This is an optimization exercise on Yosys and OpenROAD, whose aim is small area, a short achievable clock period and few clock cycles per item, not a production implementation. The RTL was checked by simulation tests, not by an equivalence proof against the original design. No activity file was given, so power comes from the tool's default toggle rates.

===== design/flow/config.mk =====
export PLATFORM = sky130hd
export DESIGN_NAME = touch_pad_baseline_and_detect_unit
export DESIGN_NICKNAME = touch_pad_baseline_and_detect_unit
export VERILOG_FILES = /design/flow/design.v
export SDC_FILE = /design/flow/constraint.sdc
export NUM_CORES = 4
export LEC_CHECK = 0
export ABC_AREA = 1
export CAP_MARGIN = 20
export CORE_MARGIN = 2
export CORE_UTILIZATION = 40
export CTS_CLUSTER_DIAMETER = 100
export CTS_CLUSTER_SIZE = 24
export SLEW_MARGIN = 20

===== design/flow/constraint.sdc =====
create_clock -name core_clock -period 8.0 [get_ports {clk}]
set_input_delay 1.6000 -clock core_clock [delete_from_list [all_inputs] [get_ports {clk}]]
set_output_delay 1.6000 -clock core_clock [all_outputs]
set_load 0.01 [all_outputs]

===== design/flow/design.v =====
package tpbd_pkg;
	localparam int PADDR_W = 4;
	localparam int PDATA_W = 32;
	localparam logic [1:0] REG_REPEAT_MODE    = 2'd0;
	localparam logic [1:0] REG_GATE_THRESHOLD = 2'd1;
	localparam logic [1:0] REG_MAX_COUNT      = 2'd2;
	localparam logic        RST_REPEAT_MODE    = 1'b0;
	localparam logic [15:0] RST_GATE_THRESHOLD = 16'd100;
	localparam logic [15:0] RST_MAX_COUNT      = 16'hFFFF;
	localparam logic ACTION_CAL  = 1'b0;
	localparam logic ACTION_SCAN = 1'b1;
	localparam logic KIND_CAL    = 1'b0;
	localparam logic KIND_SCAN   = 1'b1;
	localparam logic [2:0] SCAN_NORMAL  = 3'd3;
	localparam logic [2:0] SCAN_REPEAT  = 3'd6;
	localparam logic [1:0] LOCKOUT_LOAD = 2'd3;
	localparam logic [1:0] TS_IDLE = 2'd0;
	localparam logic [1:0] TS_CALC = 2'd1;
	localparam logic [1:0] TS_EMIT = 2'd2;
	localparam logic [2:0] CS_IDLE  = 3'd0;
	localparam logic [2:0] CS_PIVOT = 3'd1;
	localparam logic [2:0] CS_CMP   = 3'd2;
	localparam logic [2:0] CS_ACCUM = 3'd3;
	localparam logic [2:0] CS_DIV   = 3'd4;
endpackage
import tpbd_pkg::*;
module tpbd_gt #(
	parameter int W = 16
) (
	input  logic [W-1:0] a,
	input  logic [W-1:0] b,
	output logic         gt
);
	localparam int L = $clog2(W);
	localparam int P = 1 << L;
	logic [P-1:0] ap, bp;
	logic [P-1:0] g [L+1];
	logic [P-1:0] l [L+1];
	assign ap   = a;
	assign bp   = b;
	assign g[0] = ap & ~bp;
	assign l[0] = ~ap & bp;
	for (genvar k = 0; k < L; k++) begin : g_lvl
		for (genvar i = 0; i < (P >> (k + 1)); i++) begin : g_node
			assign g[k+1][i] = g[k][2*i+1] | (~l[k][2*i+1] & g[k][2*i]);
			assign l[k+1][i] = l[k][2*i+1] | (~g[k][2*i+1] & l[k][2*i]);
		end
		assign g[k+1][P-1:(P >> (k + 1))] = '0;
		assign l[k+1][P-1:(P >> (k + 1))] = '0;
	end
	assign gt = g[L][0];
endmodule
module tpbd_trim_mean #(
	parameter int SAMPLE_W = 16,
	parameter int SUM_W    = 19
) (
	input  logic                clk,
	input  logic                arst_n,
	input  logic                wr_en,      
	input  logic                wr_first,   
	input  logic                wr_mid,     
	input  logic                wr_clear,   
	input  logic [SAMPLE_W-1:0] wr_data,
	input  logic                alt_sel,    
	input  logic [SAMPLE_W-1:0] alt_b,
	output logic                alt_gt,     
	output logic [SUM_W-1:0]    sum
);
	logic [SAMPLE_W-1:0] lo1_q, lo2_q, hi1_q, hi2_q;
	logic                lo2v_q, hi2v_q;    
	logic [SAMPLE_W-1:0] add_q;
	logic [SUM_W-1:0]    sum_q;
	logic lt1, lt2, gt1, gt2, c_lt2, c_gt2;
	tpbd_gt #(.W(SAMPLE_W)) u_lt1 (.a(lo1_q),   .b(wr_data), .gt(lt1));
	tpbd_gt #(.W(SAMPLE_W)) u_lt2 (.a(lo2_q),   .b(wr_data), .gt(c_lt2));
	tpbd_gt #(.W(SAMPLE_W)) u_gt1 (.a(wr_data), .b(alt_sel ? alt_b : hi1_q), .gt(gt1));
	tpbd_gt #(.W(SAMPLE_W)) u_gt2 (.a(wr_data), .b(hi2_q),   .gt(c_gt2));
	assign alt_gt = gt1;
	assign lt2    = !lo2v_q || c_lt2;
	assign gt2    = !hi2v_q || c_gt2;
	always_ff @(posedge clk) begin
		if (wr_en) begin
			if (wr_first) begin
				lo1_q  <= wr_data;
				lo2v_q <= 1'b0;
				hi1_q  <= wr_data;
				hi2v_q <= 1'b0;
			end else begin
				if (lt1) begin
					lo1_q  <= wr_data;
					lo2_q  <= lo1_q;
					lo2v_q <= 1'b1;
				end else if (lt2) begin
					lo2_q  <= wr_data;
					lo2v_q <= 1'b1;
				end
				if (gt1) begin
					hi1_q  <= wr_data;
					hi2_q  <= hi1_q;
					hi2v_q <= 1'b1;
				end else if (gt2) begin
					hi2_q  <= wr_data;
					hi2v_q <= 1'b1;
				end
			end
		end
		add_q <= (wr_en && wr_mid) ? (lt2 ? lo2_q : (gt2 ? hi2_q : wr_data)) : '0;
		sum_q <= (wr_en && wr_clear) ? '0 : sum_q + SUM_W'(add_q);
	end
	assign sum = sum_q;
endmodule
import tpbd_pkg::*;
module touch_pad_baseline_and_detect_unit #(
	parameter int CAL_SAMPLES   = 10,
	parameter int TRIM_EACH_END = 2,
	parameter int COUNT_WIDTH   = 16
) (
	input  logic                           clk,
	input  logic                           arst_n,
	input  logic                           in_valid,
	output logic                           in_stall,
	input  logic                           action,
	input  logic [15:0]                    charge_count,
	output logic                           out_valid,
	input  logic                           out_stall,
	output logic                           result_kind,
	output logic                           pressed,
	output logic [15:0]                    baseline_value,
	output logic                           cal_error,
	input  logic                           psel,
	input  logic                           penable,
	input  logic                           pwrite,
	input  logic [tpbd_pkg::PADDR_W-1:0]   paddr,
	input  logic [tpbd_pkg::PDATA_W-1:0]   pwdata,
	output logic [tpbd_pkg::PDATA_W-1:0]   prdata,
	output logic                           pready
);
	localparam int SUM_W = 19;
	function automatic logic [9:0] div3_8(input logic [1:0] r_in, input logic [7:0] b);
		logic [1:0] r;
		logic [7:0] q;
		r = r_in;
		for (int i = 7; i >= 0; i--) begin
			q[i] = r[1] | (r[0] & b[i]);
			r    = b[i] ? {r[1], ~(r[1] | r[0])} : {r[0], r[1]};
		end
		div3_8 = {r, q};
	endfunction
	logic        rep_q;
	logic [15:0] gate_q;
	logic [15:0] maxc_q;
	logic [15:0] rd_q;
	logic        cfg_wr;
	assign pready = 1'b1;
	assign cfg_wr = psel && penable && pwrite;
	always_ff @(posedge clk or negedge arst_n) begin
		if (!arst_n) begin
			rep_q  <= RST_REPEAT_MODE;
			gate_q <= RST_GATE_THRESHOLD;
			maxc_q <= RST_MAX_COUNT;
		end else if (cfg_wr) begin
			unique case (paddr[3:2])
				REG_REPEAT_MODE:    rep_q  <= pwdata[0];
				REG_GATE_THRESHOLD: gate_q <= pwdata[15:0];
				REG_MAX_COUNT:      maxc_q <= pwdata[15:0];
				default:            rep_q  <= rep_q;
			endcase
		end
	end
	always_ff @(posedge clk) begin
		unique case (paddr[3:2])
			REG_REPEAT_MODE:    rd_q <= {15'd0, rep_q};
			REG_GATE_THRESHOLD: rd_q <= gate_q;
			REG_MAX_COUNT:      rd_q <= maxc_q;
			default:            rd_q <= '0;
		endcase
	end
	assign prdata = {16'd0, rd_q};
	logic [4:0]  cj_q, cj_n;           
	logic [4:0]  st_q, st_n;           
	logic        stall_q, stall_n;
	logic        ic_q, is_q;           
	logic [15:0] id_q;                 
	logic        in_acc, cal_acc, scan_acc, cal_last;
	logic        scan_done;
	assign in_acc   = in_valid && !stall_q;
	assign cal_acc  = in_acc && (action == ACTION_CAL);
	assign scan_acc = in_acc && (action == ACTION_SCAN);
	assign cal_last = !cj_q[3] && cj_q[4];
	assign cj_n     = cal_acc ? {cj_q[3:0], !cj_q[4]} : cj_q;
	assign scan_done = rep_q ? st_q[4] : st_q[1];
	assign st_n      = scan_acc ? (scan_done ? 5'd0 : {st_q[3:0], 1'b1}) : st_q;
	always_ff @(posedge clk) begin
		id_q <= charge_count;
	end
	logic        w_cal_first, w_cal_mid, w_cal_clear, w_cal_last;
	logic        w_scan_first, w_scan_done;
	logic [SUM_W-1:0] sum;
	logic        pk_gt;
	logic [15:0] peak_q;
	assign w_cal_first  = cj_q[0] && !cj_q[1];
	assign w_cal_clear  = cj_q[3] && !cj_q[4];
	assign w_cal_last   = !cj_q[4] && !cj_q[0];
	assign w_cal_mid    = cj_q[4] || !cj_q[0];
	assign w_scan_done  = !st_q[0];
	assign w_scan_first = st_q[0] && !st_q[1];
	tpbd_trim_mean #(
		.SAMPLE_W (16),
		.SUM_W    (SUM_W)
	) u_trim_mean (
		.clk      (clk),
		.arst_n   (arst_n),
		.wr_en    (ic_q),
		.wr_first (w_cal_first),
		.wr_mid   (w_cal_mid),
		.wr_clear (w_cal_clear),
		.wr_data  (id_q),
		.alt_sel  (!ic_q),
		.alt_b    (peak_q),
		.alt_gt   (pk_gt),
		.sum      (sum)
	);
	always_ff @(posedge clk) begin
		if (is_q && (w_scan_first || pk_gt)) begin
			peak_q <= id_q;
		end
	end
	logic        da, d1_q, d2_q, d3_q, d4_q;
	logic [15:0] base_q;
	logic [1:0]  rem_q;
	logic [9:0]  div_hi, div_lo;
	logic        ev_q;
	logic [1:0]  lock_q;
	assign da = ic_q && w_cal_last;
	assign div_hi = div3_8(sum[18:17], sum[16:9]);
	assign div_lo = div3_8(rem_q, sum[8:1]);
	always_ff @(posedge clk) begin
		if (d2_q) begin
			rem_q <= div_hi[9:8];
		end
	end
	logic [16:0] ea, eb, ec, es, ecy;
	logic        ecarry, over, press;
	logic [1:0]  lock_cur, lock_hit;
	assign ea   = {1'b0, base_q};
	assign eb   = {1'b0, gate_q};
	assign ec   = {1'b1, ~peak_q};
	assign es   = ea ^ eb ^ ec;
	assign ecy  = (ea & eb) | (ea & ec) | (eb & ec);
	tpbd_gt #(.W(17)) u_over (.a(es), .b(~{ecy[15:0], 1'b1}), .gt(ecarry));
	assign over = !ecarry;
	assign lock_cur = rep_q ? 2'd0 : lock_q;
	assign press    = over && (lock_cur == 2'd0);
	assign lock_hit = over ? LOCKOUT_LOAD : lock_cur;
	logic ov_q, ov_n;
	logic okind_q, okind_n, opress_q, opress_n, ocerr_q, ocerr_n;
	logic p0v_q, p0v_n, p0_q, p0_n, p1v_q, p1v_n, p1_q, p1_n;
	logic free, cerr, pop, push;
	tpbd_gt #(.W(16)) u_cerr (.a(base_q), .b({1'b0, maxc_q[15:1]}), .gt(cerr));
	assign free = !ov_q || !out_stall;
	assign pop  = !d4_q && free && p0v_q;
	assign push = ev_q && (d4_q || !free || p0v_q);
	always_comb begin
		ov_n     = ov_q && out_stall;
		okind_n  = okind_q;
		opress_n = opress_q;
		ocerr_n  = ocerr_q;
		if (d4_q) begin
			ov_n     = 1'b1;
			okind_n  = KIND_CAL;
			opress_n = 1'b0;
			ocerr_n  = cerr;
		end else if (free && (p0v_q || ev_q)) begin
			ov_n     = 1'b1;
			okind_n  = KIND_SCAN;
			opress_n = p0v_q ? p0_q : press;
			ocerr_n  = 1'b0;
		end
	end
	always_comb begin
		p0v_n = p0v_q;
		p0_n  = p0_q;
		p1v_n = p1v_q;
		p1_n  = p1_q;
		if (pop) begin
			p0v_n = p1v_q;
			p0_n  = p1_q;
			p1v_n = 1'b0;
		end
		if (push) begin
			if (!p0v_n) begin
				p0v_n = 1'b1;
				p0_n  = press;
			end else begin
				p1v_n = 1'b1;
				p1_n  = press;
			end
		end
	end
	function automatic logic stall_f(
		input logic acc,
		input logic act,
		input logic os,
		input logic c8,       
		input logic c9,       
		input logic s_done,   
		input logic s_next,   
		input logic ov,
		input logic p0v,
		input logic p1v,
		input logic ev,
		input logic d4,
		input logic dwait,
		input logic evn
	);
		logic       c_acc, s_acc, c_last, s_can, sd, fr, ovn, pp, ps, p0n, p1n;
		logic [1:0] nq;
		c_acc  = acc && !act;
		s_acc  = acc && act;
		c_last = c_acc ? c8 : c9;
		s_can  = s_acc ? (!s_done && s_next) : s_done;
		sd     = s_acc && s_done;
		fr     = !ov || !os;
		ovn    = d4 || (fr && (p0v || ev)) || (ov && os);
		pp     = !d4 && fr && p0v;
		ps     = ev && (d4 || !fr || p0v);
		p0n    = pp ? p1v : p0v;
		p1n    = pp ? 1'b0 : p1v;
		if (ps) begin
			if (!p0n) p0n = 1'b1;
			else      p1n = 1'b1;
		end
		nq      = 2'(p0n) + 2'(p1n) + 2'(evn) + 2'(sd);
		stall_f = (c_last && (ovn || p0n || evn || sd)) ||
			(s_can && ((c_acc && c9) || dwait || (nq >= 2'd2)));
	endfunction
	logic [7:0] stall_c;
	logic       ev_n;
	assign ev_n = is_q && w_scan_done;
	for (genvar c = 0; c < 8; c++) begin : g_stall
		assign stall_c[c] = stall_f(c[2], c[1], c[0], cj_q[4] && cj_q[3] && !cj_q[2],
			cal_last, scan_done, rep_q ? st_q[3] : st_q[0],
			ov_q, p0v_q, p1v_q, ev_q, d4_q, da, ev_n);
	end
	assign stall_n = stall_c[{in_acc, action, out_stall}];
	always_ff @(posedge clk or negedge arst_n) begin
		if (!arst_n) begin
			cj_q      <= '0;
			st_q      <= '0;
			stall_q   <= 1'b0;
			ic_q      <= 1'b0;
			is_q      <= 1'b0;
			lock_q    <= '0;
			base_q    <= '0;
			d1_q      <= 1'b0;
			d2_q      <= 1'b0;
			d3_q      <= 1'b0;
			d4_q      <= 1'b0;
			ev_q      <= 1'b0;
			p0v_q     <= 1'b0;
			p1v_q     <= 1'b0;
			ov_q      <= 1'b0;
		end else begin
			cj_q      <= cj_n;
			st_q      <= st_n;
			stall_q   <= stall_n;
			ic_q      <= cal_acc;
			is_q      <= scan_acc;
			d1_q      <= da;
			d2_q      <= d1_q;
			d3_q      <= d2_q;
			d4_q      <= d3_q;
			ev_q      <= ev_n;
			p0v_q     <= p0v_n;
			p1v_q     <= p1v_n;
			ov_q      <= ov_n;
			if (ev_q) begin
				lock_q <= (lock_hit != 2'd0) ? lock_hit - 2'd1 : 2'd0;
			end
			if (d2_q) begin
				base_q[15:8] <= div_hi[7:0];
			end
			if (d3_q) begin
				base_q[7:0] <= div_lo[7:0];
			end
		end
	end
	always_ff @(posedge clk) begin
		okind_q  <= okind_n;
		opress_q <= opress_n;
		ocerr_q  <= ocerr_n;
		p0_q     <= p0_n;
		p1_q     <= p1_n;
	end
	assign in_stall       = stall_q;
	assign out_valid      = ov_q;
	assign result_kind    = okind_q;
	assign pressed        = opress_q;
	assign baseline_value = base_q;
	assign cal_error      = ocerr_q;
endmodule

===== design/flow/flow/run.sh =====
#!/bin/bash
# The standard layout with the standard synthesis unchanged. Two changes
# to how the layout is made: every port still gets a buffer, but a plain
# buf_2 rather than the delay cell the resizer picks by default; and the
# setup repair aims a little further below the clock period.
set -euo pipefail
bash standard.sh 'BUFFER_PORTS_ARGS=-buffer_cell sky130_fd_sc_hd__buf_2' SETUP_SLACK_MARGIN=5.3 finish > make_finish.log 2>&1

===== design/flow/standard.sh =====
#!/bin/bash
# synth_recipe.tcl (not shown) runs the flow's synth.tcl, then flattens the netlist and writes it again
# the make line also repeats each setting of config.mk as NAME=value (left out here)
make -C /OpenROAD-flow-scripts/flow DESIGN_CONFIG=/design/flow/config.mk WORK_HOME=/design/flow/orfs CLKGATE_MAP_FILE= SYNTH_SCRIPT=/design/flow/synth_recipe.tcl "${@:-finish}"

==> out/metrics.yaml, run 1 <==
flow_run:
  cap_violations: 0
synth:
  synth.yosys.seq_area_share: 0.495
  synth.top_cells.by_count: "nand2_1, inv_1, nor2_1"
  synthArstFlopShare: 0.316
  post-synth-top-area-cell: "edfxtp_1"
  synthDistinctLibCells: 55
  avgSynthCellArea_um2: 8.27
  synth_top_cells_by_area: "edfxtp_1, dfxtp_1, dfrtp_1, nand2_1, o21ai_0"
  netlist_area_um2: 11700
  synth_cells: 1420
  synthMostInstantiatedCell: "nand2_1"
  synth_warnings: 8
  yosys_register_bits: 228
  synth_edf_count: 86
  synthFlopType: "edfxtp_1"
  synth_top_cell_area_share: 0.220
global_routing:
  largest_net_degree_at_the_start_of_global_routing: 73
  global_route_wire_length_before_repair_um: 43600
  grt_util_all_layers: 0.174
  number_of_antenna_violations_at_the_first_check_in_global_routing: 0
  grt_remaining_overflow: 0
  grt_pass1_vias: 8747
placement:
  port-buffer-count: 78
  minimum_setup_slack_after_placement_ps: 3940
  globalplace.congestion: 0.840
  placedInstanceArea_um2: 12400
  post-dp-hpwl_um: 20000
clocking:
  cts_max_path_buffers: 3
  numCtsBuffers: 13
  holdBufCountCts: 0
  clock_tree_from_tritoncts: "built"
  clock-sinks: 228
  clock_latency_ps: 500
  clk_transition_reported_paths_ps: 90
  clk_root_buffer_cell: "clkbuf_16"
  cts-htree-levels: 1
critical_path:
  timing.critical_path.max_delay_family: "flip-flops"
  worst-setup-path-type: "reg -> out"
  crit_arrival_ps: 1070
  timing.critical_path.cells: "buf_2"
  buffers_and_inverters_on_the_worst_path: 1
  cpPeakStageDelay_ps: 440
  cp_max_stage_cell: "dfrtp_1"
  crit_path_end_kind: "output port"
  worst_setup_path_start_kind: "flip-flop"
  crit_fanout: 3
  critical_path_required_ps: 6400
sta:
  finalSetupTns_ps: 0
  slew_at_the_pin_closest_to_its_max_slew_limit_ps: 944
  finalCritPeriodShare: 0.334
  final-setup-viol-count: 0
  drv_slew: 0
  fmax_ghz: 0.374
  final.hold.worst_slack_ps: 361
  final_period_minus_worst_setup_slack_ps: 2670
  final-hold-violation-count: 0
  final.setup_skew_ps: 24.6
  grt_setup_unrepaired: "true"
  post-route-worst-setup-slack_ps: 5330
  relative_max_transition_margin: 0.371
outcome:
  run_status: "complete, no violations"
routing:
  detail_route.first_pass.iterations: 5
  route.vias.total: 9531
  post_detailed_route_drc_marker_count: 0
  avgViaCountPerCell: 5.01
  avgRoutedWirePerCell_um: 14.4
  drt_iter0_drc: 764
  postRouteWirelength_um: 27400
  detail-route-antenna-nets: 0
die:
  die_y_um: 175
  initial_core_util: 0.408
  rows: 62
  die_w_um: 175
  die-area_um2: 30700
  core_region_area_um2: 28800
  floorplan.io_pins: 114
final_layout:
  layout.cell_area.non_filler_um2: 13200
  finalCoreUtilization: 0.458
  number_of_inserted_diodes: 0
  drive_above_1_share: 0.139
  area_growth_syn_to_layout_pct: 12.3
  net_count_final: 1605
pwr:
  ir_worst_vdd_uv: 128
  power.density_cell_area_nw_per_um2: 328
  cell_leakage_power_nw: 5.88
hold_path:
  holdCritPathClass: "reg -> reg"
state kept, by name (all words and copies together) (netlist names), 2 cells and up:
register and flops:
base_q 16, gate_q 16, u_trim_mean.hi1_q 16, u_trim_mean.add_q 16, u_trim_mean.lo1_q 16, u_trim_mean.lo2_q 16, lock_q 2, cj_q 5
rem_q 2, peak_q 16, maxc_q 16, u_trim_mean.hi2_q 16, rd_q 16, st_q 5, u_trim_mean.sum_q 19, id_q 16
report_power, final:
group | internal, mW | total, mW | switching [mW]
logic | 0.690 | 1.85 | 1.16
registers | 1.53 | 1.76 | 0.230
clock network | 0.319 | 0.707 | 0.387
total | 2.54 | 4.32 | 1.78
logic make-up (layout without fill, tap and decap cells):
group	count (synthesis)	after routing	synth area share
DFF	228	228	0.495
adders and majority gates	35	35	0.0495
buffers and inverters	232	310	0.0831
other	2	17	0.000640
AOI/OAI and AO/OA	332	332	0.161
muxes	5	5	0.00448
xor gates and xnor gates	3	3	0.00224
and+or+nand+nor	583	587	0.204
cell type report:
| cell class | count | area (um^2) |
|---|---|---|
| Sequential cell | 228 | 5820 |
| Inverter | 184 | 703 |
| Fill cell | 2881 | 15600 |
| Clock buffer | 19 | 358 |
| Multi-Input combinational cell | 979 | 5140 |
| Timing Repair Buffer | 104 | 654 |
| Clock inverter | 3 | 22.5 |
| Tap cell | 384 | 480 |
through the flow:
stage               total power, mW  cells
global placement               3.46   1851
floorplan                      3.06   1435
finish                         4.32   1901
CTS                            4.28   1888
detailed placement             3.52   1851
global route                   4.69   1901
worst paths after layout:
kind / startpoint / end / slack, ps / depth (start not counted)
worst min-delay path: d1_q$_DFF_PN0_ / d2_q$_DFF_PN0_ / 360 / 0
worst min register to register: d1_q$_DFF_PN0_ / d2_q$_DFF_PN0_ / 360 / 0
min in group asynchronous: arst_n / base_q[8]$_DFFE_PN0P_ / 1210 / 1
worst max register to register: ic_q$_DFF_PN0_ / u_trim_mean.hi1_q[0]$_DFFE_PP_ / 5450 / 13
worst max-delay path: base_q[3]$_DFFE_PN0P_ / baseline_value[3] / 5330 / 1
max in group asynchronous: arst_n / ic_q$_DFF_PN0_ / 6040 / 1
metal layers:
layer | vias to the layer above | track usage | routed length, um
met5 | - | 0 | 0
met1 | 4398 | 0.250 | 13200
met4 | 0 | 0.0403 | 519
li1 | 4891 | - | -
met3 | 25 | 0.0210 | 1300
met2 | 217 | 0.283 | 12300
cells in the final DEF, fill, tap and decap left out, types with 4 or more instances in the layout:
cell type  Yosys  routed
nand3_1       51      51
nand2_2       14      15
clkbuf_1      14       5
inv_1        166     163
dfstp_2       19      19
buf_12         0       4
nor2_4         0       4
fa_1          19      19
nand4_1        9       9
o22ai_1       30      30
ha_1          16      15
o21ai_2        1       4
dfxtp_1       70      66
inv_2         15      16
nand2_1      328     324
buf_2         12      75
dfrtp_1       53      49
nor2_1       150     147
edfxtp_1      86      86
o21ai_0      132     128
dfxtp_2        0       4
clkbuf_16      0      13
buf_4         20      22
o211ai_1      11      11
o21a_1         9       8
o21ai_1       35      36
or2_1          4       4
a31oi_1       26      25
conb_1         2      17
a21oi_1       54      54
nor3_1        13      13
o2111ai_1      5       5
o31ai_1        8       8
timing repair:
action	CTS	global route
resized for setup	19	23
endpoints found under the setup margin	130	109
setup buffers	14	10
endpoints found under the hold margin	0	0
cloned	1	3
pin swaps	2	7
Testbench counts, summed over its fixed seeds: cycles 5,272, results 1,600.
==> run 2, diff against run 1 <==
--- a/design/flow/config.mk
+++ b/design/flow/config.mk
@@ -11,4 +11,4 @@
 export CORE_UTILIZATION = 40
-export CTS_CLUSTER_DIAMETER = 100
-export CTS_CLUSTER_SIZE = 24
+export CTS_CLUSTER_DIAMETER = 120
+export CTS_CLUSTER_SIZE = 30
 export SLEW_MARGIN = 20
==> run 2 against run 1 <==
- still clean
- power shrank 1.6%
- via count grew 0.65%
- hold slack gained 4.4 ps
- clock power shrank 9.6%
- non-clock buffer count grew 2
- setup slack gained 1.4 ps
- clock skew shrank 5.8 ps
- maximum frequency is essentially flat
- register-to-register slack is essentially flat
- core utilization shrank 0.14 points
- cell area shrank 0.31%
- critical endpoint unchanged
- largest power group unchanged
==> out/metrics.yaml, run 2 <==
synth:
  synthMostInstantiatedCell: "nand2_1"
  synthArstFlopShare: 0.316
  synth.yosys.seq_area_share: 0.495
  synth_compound_area_frac: 0.161
  yosys_register_bits: 228
  synthFlopType: "edfxtp_1"
  synthDistinctLibCells: 55
  synth.mux.area_fraction: 0.00448
  synth.top_cells.by_count: "nand2_1, inv_1, nor2_1"
  netlist_area_um2: 11700
  post-synth-top-area-cell: "edfxtp_1"
  synth_edf_count: 86
  synth-adder-area-share: 0.0495
  xor_and_xnor_fraction_of_the_mapped_netlist_area: 0.00224
  synth-simple-area-share: 0.204
  synth_top_cell_area_share: 0.220
  synth_warnings: 8
  synth_cells: 1420
  synth_top_cells_by_area: "edfxtp_1, dfxtp_1, dfrtp_1, nand2_1, o21ai_0"
  synth_top_family_by_area: "simple AND/OR/NAND/NOR gates"
  avgSynthCellArea_um2: 8.27
final_layout:
  largest_register_ffs: 19
  final_common_cell: "nand2_1"
  regMostFlops: "u_trim_mean.sum_q"
  layout.cell_area.non_filler_um2: 13100
  fill_cells: 2877
  area_growth_syn_to_layout_pct: 12.0
  final_cell_mix: "nand2_1, inv_1, nor2_1, o21ai_0, edfxtp_1"
  net_count_final: 1605
  finalCoreUtilization: 0.457
  drive_above_1_share: 0.139
  number_of_inserted_diodes: 0
  final_cell_count_no_fill: 1898
clocking:
  cts-htree-levels: 1
  clock_tree_from_tritoncts: "built"
  clock-sinks: 228
  holdBufCountCts: 0
  numCtsBuffers: 11
  cts_max_path_buffers: 3
  clk_transition_reported_paths_ps: 120
  clock_latency_ps: 480
  clk_root_buffer_cell: "clkbuf_16"
critical_path:
  critical_path_required_ps: 6400
  crit_fanout: 3
  worst-setup-path-type: "reg -> out"
  crit_start: "base_q[3]$_DFFE_PN0P_"
  setup.worst_path.end: "baseline_value[3]"
  crit_path_end_kind: "output port"
  timing.critical_path.max_delay_family: "flip-flops"
  buffers_and_inverters_on_the_worst_path: 1
  timing.reg2reg.setup_slack_ps: 5450
  rr_worst_depth: 12
  critical_path_cell_count: 1
  r2r-start: "base_q[14]$_DFFE_PN0P_"
  worst_setup_path_start_kind: "flip-flop"
  crit_arrival_ps: 1070
  timing.critical_path.cells: "buf_2"
  worstReg2RegEnd: "opress_q$_SDFFE_PP0P_"
  cpPeakStageDelay_ps: 440
  cp_max_stage_cell: "dfrtp_1"
die:
  die_y_um: 175
  initial_core_util: 0.408
  die-area_um2: 30700
  core_region_area_um2: 28800
  rows: 62
  floorplan.io_pins: 114
  die_w_um: 175
global_routing:
  grt_util_all_layers: 0.173
  number_of_antenna_violations_at_the_first_check_in_global_routing: 0
  grt_pass1_vias: 8714
  global_route_wire_length_before_repair_um: 43400
  grt_remaining_overflow: 0
  largest_net_degree_at_the_start_of_global_routing: 73
sta:
  final.hold.worst_slack_ps: 365
  finalSetupTns_ps: 0
  grt_setup_unrepaired: "true"
  final-setup-viol-count: 0
  relative_max_transition_margin: 0.365
  fmax_ghz: 0.374
  slew_at_the_pin_closest_to_its_max_slew_limit_ps: 952
  final.setup_skew_ps: 18.8
  final-hold-violation-count: 0
  drv_slew: 0
  final_period_minus_worst_setup_slack_ps: 2670
  finalCritPeriodShare: 0.334
placement:
  post-dp-hpwl_um: 20000
  port-buffer-count: 78
  placed_cells: 1851
  placedInstanceArea_um2: 12400
  globalplace.congestion: 0.840
routing:
  drt_iter0_drc: 694
  post_detailed_route_drc_marker_count: 0
  detail-route-antenna-nets: 0
  avgRoutedWirePerCell_um: 14.4
  avgViaCountPerCell: 5.05
  postRouteWirelength_um: 27300
  detail_route.first_pass.iterations: 5
  route.vias.total: 9593
outcome:
  run_status: "complete, no violations"
pwr:
  ir_worst_vdd_uv: 183
  power.density_cell_area_nw_per_um2: 323
  cell_leakage_power_nw: 5.85
hold_path:
  cells_on_worst_hold_path: 0
  holdCritPathClass: "reg -> reg"
flow_run:
  cap_violations: 0
==> run 2: cell counts after synthesis <==
No cell type changed its count.
==> run 2: cells by family (layout without fill, tap and decap cells) <==
logic type               count (synthesis)  in the layout
buffers and inverters                  232            307
AO/OA/AOI/OAI                          332            332
flip-flops                             228            228
XOR/XNOR                                 3              3
adder cells (fa/ha/maj)                 35             35
other                                    2             17
multiplexers                             5              5
AND/OR/NAND/NOR                        583            587
==> run 2: worst min-delay path by stage <==
stage                              start             end  slack, ps
after floorplan           d1_q$_DFF_PN0_  d2_q$_DFF_PN0_        330
after global placement    d1_q$_DFF_PN0_  d2_q$_DFF_PN0_        330
after detailed placement  d1_q$_DFF_PN0_  d2_q$_DFF_PN0_        340
after CTS                 d1_q$_DFF_PN0_  d2_q$_DFF_PN0_        360
after global routing      d1_q$_DFF_PN0_  d2_q$_DFF_PN0_        380
final                     d1_q$_DFF_PN0_  d2_q$_DFF_PN0_        360
==> run 2: area by class of cell <==
type	count	area [um^2]	area share
clock buffer	15	300	0.0228
clock inverter	2	12.5	0.000952
inverter	184	703	0.0535
multi-input combinational	979	5160	0.393
sequential	228	5820	0.443
tap	384	480	0.0366
timing repair buffer	106	663	0.0505
==> run 2: power by group <==
part,total (mW),internal [mW],switching (mW)
sequential,1.76,1.53,0.229
clock,0.639,0.270,0.369
combinational,1.85,0.688,1.16
total,4.25,2.49,1.76
==> run 2: per-stage QoR <==
stage          setup slack [ps]  total power [mW]
2_1_floorplan              5360              3.06
3_3_place_gp               3900              3.46
3_5_place_dp               3940              3.52
4_1_cts                    5300              4.22
5_1_grt                    5280              4.62
6_report                   5330              4.25
==> run 2: what timing repair did <==
item,4_1_cts,5_1_grt
setup buffers,16,10
gates resized for setup,19,24
pin swaps,2,7
gates cloned,1,3
endpoints found under the setup margin,129,107
==> run 2: metal layers <==
metal | vias up | share of wire | GRT usage
met3 | 30 | 0.044 | 0.0197
met5 | - | 0 | 0
met2 | 231 | 0.45 | 0.284
met4 | 0 | 0.017 | 0.0340
li1 | 4891 | - | -
met1 | 4441 | 0.49 | 0.249
==> run 3, diff against run 2 <==
==> design/flow/flow/run.sh (replaced) <==
#!/bin/bash
# The standard layout with the standard synthesis unchanged. Changes to
# how the layout is made: every port still gets a buffer, but plain buf_1
# (inputs) and buf_2 (outputs) rather than the delay cell the resizer picks by
# default (flow/ports.tcl, run just before global placement in place of the
# standard port buffering); and the setup repair aims a little further below
# the clock period.
set -euo pipefail
bash standard.sh DONT_BUFFER_PORTS=1 "PRE_GLOBAL_PLACE_TCL=$PWD/flow/ports.tcl" SETUP_SLACK_MARGIN=5.3 finish > make_finish.log 2>&1
==> design/flow/flow/ports.tcl (new file) <==
# Port buffers: every input and output port gets one buffer, as in the
# standard flow; inputs get buf_1 (they have timing to spare), outputs buf_2.
buffer_ports -inputs -buffer_cell sky130_fd_sc_hd__buf_1
buffer_ports -outputs -buffer_cell sky130_fd_sc_hd__buf_2
--- a/design/flow/config.mk
+++ b/design/flow/config.mk
@@ -11,4 +11,4 @@
 export CORE_UTILIZATION = 40
-export CTS_CLUSTER_DIAMETER = 120
-export CTS_CLUSTER_SIZE = 30
+export CTS_CLUSTER_DIAMETER = 100
+export CTS_CLUSTER_SIZE = 24
 export SLEW_MARGIN = 20
==> run 3 against run 2 <==
- combinational power is 9.7% lower
- routed wire length is 1.9% lower
- maximum frequency is 1.9% higher
- global-route usage is 0.40 points lower
- cell area is 3.2% lower
- critical path depth is 1 lower
- clock skew is 2.8 ps higher
- sequential power is 3% higher
- via count is 3.6% lower
- setup slack better by 49 ps
- core utilization is 1.5 points lower
- largest cell class unchanged
- clock power is 8.6% higher
==> out/metrics.yaml, run 3 <==
outcome:
  run_status: "complete, no violations"
final_layout:
  number_of_inserted_diodes: 0
  area_growth_syn_to_layout_pct: 8.32
  net_count_final: 1523
  fill_cells: 2821
  final_cell_mix: "nand2_1, inv_1, nor2_1, o21ai_0, edfxtp_1"
  largest_register_ffs: 19
  regMostFlops: "u_trim_mean.sum_q"
  finalCoreUtilization: 0.442
  drive_above_1_share: 0.0893
  final_common_cell: "nand2_1"
global_routing:
  grt_pass1_vias: 8361
  number_of_antenna_violations_at_the_first_check_in_global_routing: 0
  largest_net_degree_at_the_start_of_global_routing: 73
  grt_remaining_overflow: 0
  grt_util_all_layers: 0.169
  global_route_wire_length_before_repair_um: 42200
synth:
  synthArstFlopShare: 0.316
  synth_cells: 1420
  synth_top_cells_by_area: "edfxtp_1, dfxtp_1, dfrtp_1, nand2_1, o21ai_0"
  avgSynthCellArea_um2: 8.27
  synthDistinctLibCells: 55
  synth_warnings: 8
  netlist_area_um2: 11700
  synth_edf_count: 86
  synth.yosys.seq_area_share: 0.495
  post-synth-top-area-cell: "edfxtp_1"
  synth.top_cells.by_count: "nand2_1, inv_1, nor2_1"
  synth_top_cell_area_share: 0.220
  synthFlopType: "edfxtp_1"
  synthMostInstantiatedCell: "nand2_1"
  yosys_register_bits: 228
routing:
  route.vias.total: 9246
  routed.top_layer: "met4"
  avgViaCountPerCell: 5.09
  detail-route-antenna-nets: 0
  post_detailed_route_drc_marker_count: 0
  drt_iter0_drc: 719
  postRouteWirelength_um: 26800
  wl_met2_um: 11900
  detail_route.first_pass.iterations: 5
  avgRoutedWirePerCell_um: 14.7
  met3WireLength_um: 1460
  drt-met1-wl_um: 12900
critical_path:
  critical_path_required_ps: 6400
  worst-setup-path-type: "reg -> out"
  crit_path_end_kind: "output port"
  crit_arrival_ps: 1020
  crit_fanout: 5
  worst_setup_path_start_kind: "flip-flop"
clocking:
  cts-htree-levels: 1
  holdBufCountCts: 0
  clock_tree_from_tritoncts: "built"
  numCtsBuffers: 13
  clock-sinks: 228
  clk_transition_reported_paths_ps: 100
  clk_root_buffer_cell: "clkbuf_16"
  clock_latency_ps: 480
  cts_max_path_buffers: 3
sta:
  final-hold-violation-count: 0
  fmax_ghz: 0.381
  finalCritPeriodShare: 0.328
  relative_max_transition_margin: 0.447
  slew_at_the_pin_closest_to_its_max_slew_limit_ps: 826
  grt_setup_unrepaired: "true"
  final-setup-viol-count: 0
  final_period_minus_worst_setup_slack_ps: 2620
  post-route-worst-setup-slack_ps: 5380
  drv_slew: 0
  finalSetupTns_ps: 0
  final.setup_skew_ps: 21.6
die:
  core_region_area_um2: 28800
  die_y_um: 175
  die_w_um: 175
  die-area_um2: 30700
  floorplan.io_pins: 114
  initial_core_util: 0.408
  rows: 62
placement:
  port-buffer-count: 78
  post-dp-hpwl_um: 19500
  globalplace.congestion: 0.824
  minimum_setup_slack_after_placement_ps: 3990
pwr:
  cell_leakage_power_nw: 5.51
  power.density_cell_area_nw_per_um2: 328
  ir_worst_vdd_uv: 214
hold_path:
  holdCritPathClass: "reg -> reg"
flow_run:
  cap_violations: 0
==> run 3: logic make-up after synthesis <==
| family | after synthesis | share of synthesized area |
|---|---|---|
| multiplexers | 5 | 0.00448 |
| AO/OA/AOI/OAI | 332 | 0.161 |
| flip-flops | 228 | 0.495 |
| buffers and inverters | 232 | 0.0831 |
| adder cells (fa/ha/maj) | 35 | 0.0495 |
| other | 2 | 0.000640 |
| XOR/XNOR | 3 | 0.00224 |
| AND/OR/NAND/NOR | 583 | 0.204 |
==> run 3: per-stage QoR <==
stage               power [mW]  area (um^2)  hold WS, ps  instances
floorplan                 3.06        11800          331       1435
global placement          3.39        12000          334       1773
detailed placement        3.43        12000          350       1773
CTS                       4.17        12500          373       1806
global route              4.55        12700          391       1818
finish                    4.18        12700          372       1818
==> run 3: path summary, 6_finish.rpt <==
check	startpoint	end	slack [ps]	cells after the start
worst max-delay path	base_q[15]$_DFFE_PN0P_	baseline_value[15]	5380	0
worst min-delay path	d1_q$_DFF_PN0_	d2_q$_DFF_PN0_	370	0
worst max register to register	u_trim_mean.add_q[0]$_SDFF_PN0_	u_trim_mean.sum_q[14]$_SDFF_PP0_	5470	17
worst min register to register	d1_q$_DFF_PN0_	d2_q$_DFF_PN0_	370	0
max in group asynchronous	arst_n	maxc_q[0]$_DFFE_PN1P_	6980	0
min in group asynchronous	arst_n	base_q[13]$_DFFE_PN0P_	800	0
==> run 3: per-layer routing <==
metal | up-vias | track usage
met5 | - | 0
met4 | 0 | 0.0358
met3 | 31 | 0.0258
met2 | 218 | 0.272
met1 | 4264 | 0.243
li1 | 4733 | -
==> run 3: report_power, final <==
| part | leakage, nW | total [mW] | switching (mW) | internal, mW |
|---|---|---|---|---|
| registers | 2.22 | 1.82 | 0.284 | 1.53 |
| clock network | 0.175 | 0.694 | 0.383 | 0.311 |
| logic | 3.11 | 1.67 | 1.06 | 0.611 |
| total | 5.51 | 4.18 | 1.72 | 2.45 |
==> run 3: timing repair <==
| item | 4_1_cts | 5_1_grt |
|---|---|---|
| gates cloned | 1 | 3 |
| pin swaps | 1 | 6 |
| endpoints found under the setup margin | 115 | 92 |
| setup buffers | 11 | 9 |
| gates resized for setup | 15 | 26 |
==> run 3: final cells by class <==
class / instances / area, um^2 / share of cell area
Inverter: 184 / 706 / 0.0555
Tap cell: 384 / 480 / 0.0378
Multi-Input combinational cell: 979 / 5150 / 0.405
Sequential cell: 228 / 5820 / 0.458
Clock inverter: 1 / 16.3 / 0.00128
Timing Repair Buffer: 22 / 190 / 0.0150
Clock buffer: 20 / 352 / 0.0276

-- separate check: timing with driven ports --
No port has a modelled driver above. Below, the same layouts with a new extraction and two added sets of constraints.
Step 1: set_driving_cell puts a clkbuf_16 on clk and a buf_2 on each other input, an assumption about the parent block.
Step 2, shift: input delay + t, output delay - t, t = (earliest + latest rising clock arrival at the registers) / 2. This alone moves slack from input paths to output paths.
Three values: no drivers, after step 1, after step 2; two values: the first two.
| run | t (ns) | slack for setup (ns) | worst hold slack (ns) | slew violations | capacitance violations |
|---|---|---|---|---|---|
| run 1 | 0.537 | 5.327 / 5.275 / 4.935 | 0.361 / 0.361 / 0.361 | 0 / 0 | 0 / 0 |
| run 2 | 0.512 | 5.329 / 5.284 / 4.939 | 0.365 / 0.365 / 0.365 | 0 / 0 | 0 / 0 |
| run 3 | 0.522 | 5.378 / 5.330 / 4.864 | 0.372 / 0.372 / 0.372 | 0 / 73 | 0 / 1 |
After both steps setup and hold are still met in every run listed. With drivers on, slew violations rise in run 3. With drivers on, capacitance violations rise in run 3. The setup slack of run 3, which loses most, moves by -0.048 ns with the drivers and by -0.514 ns with both steps.
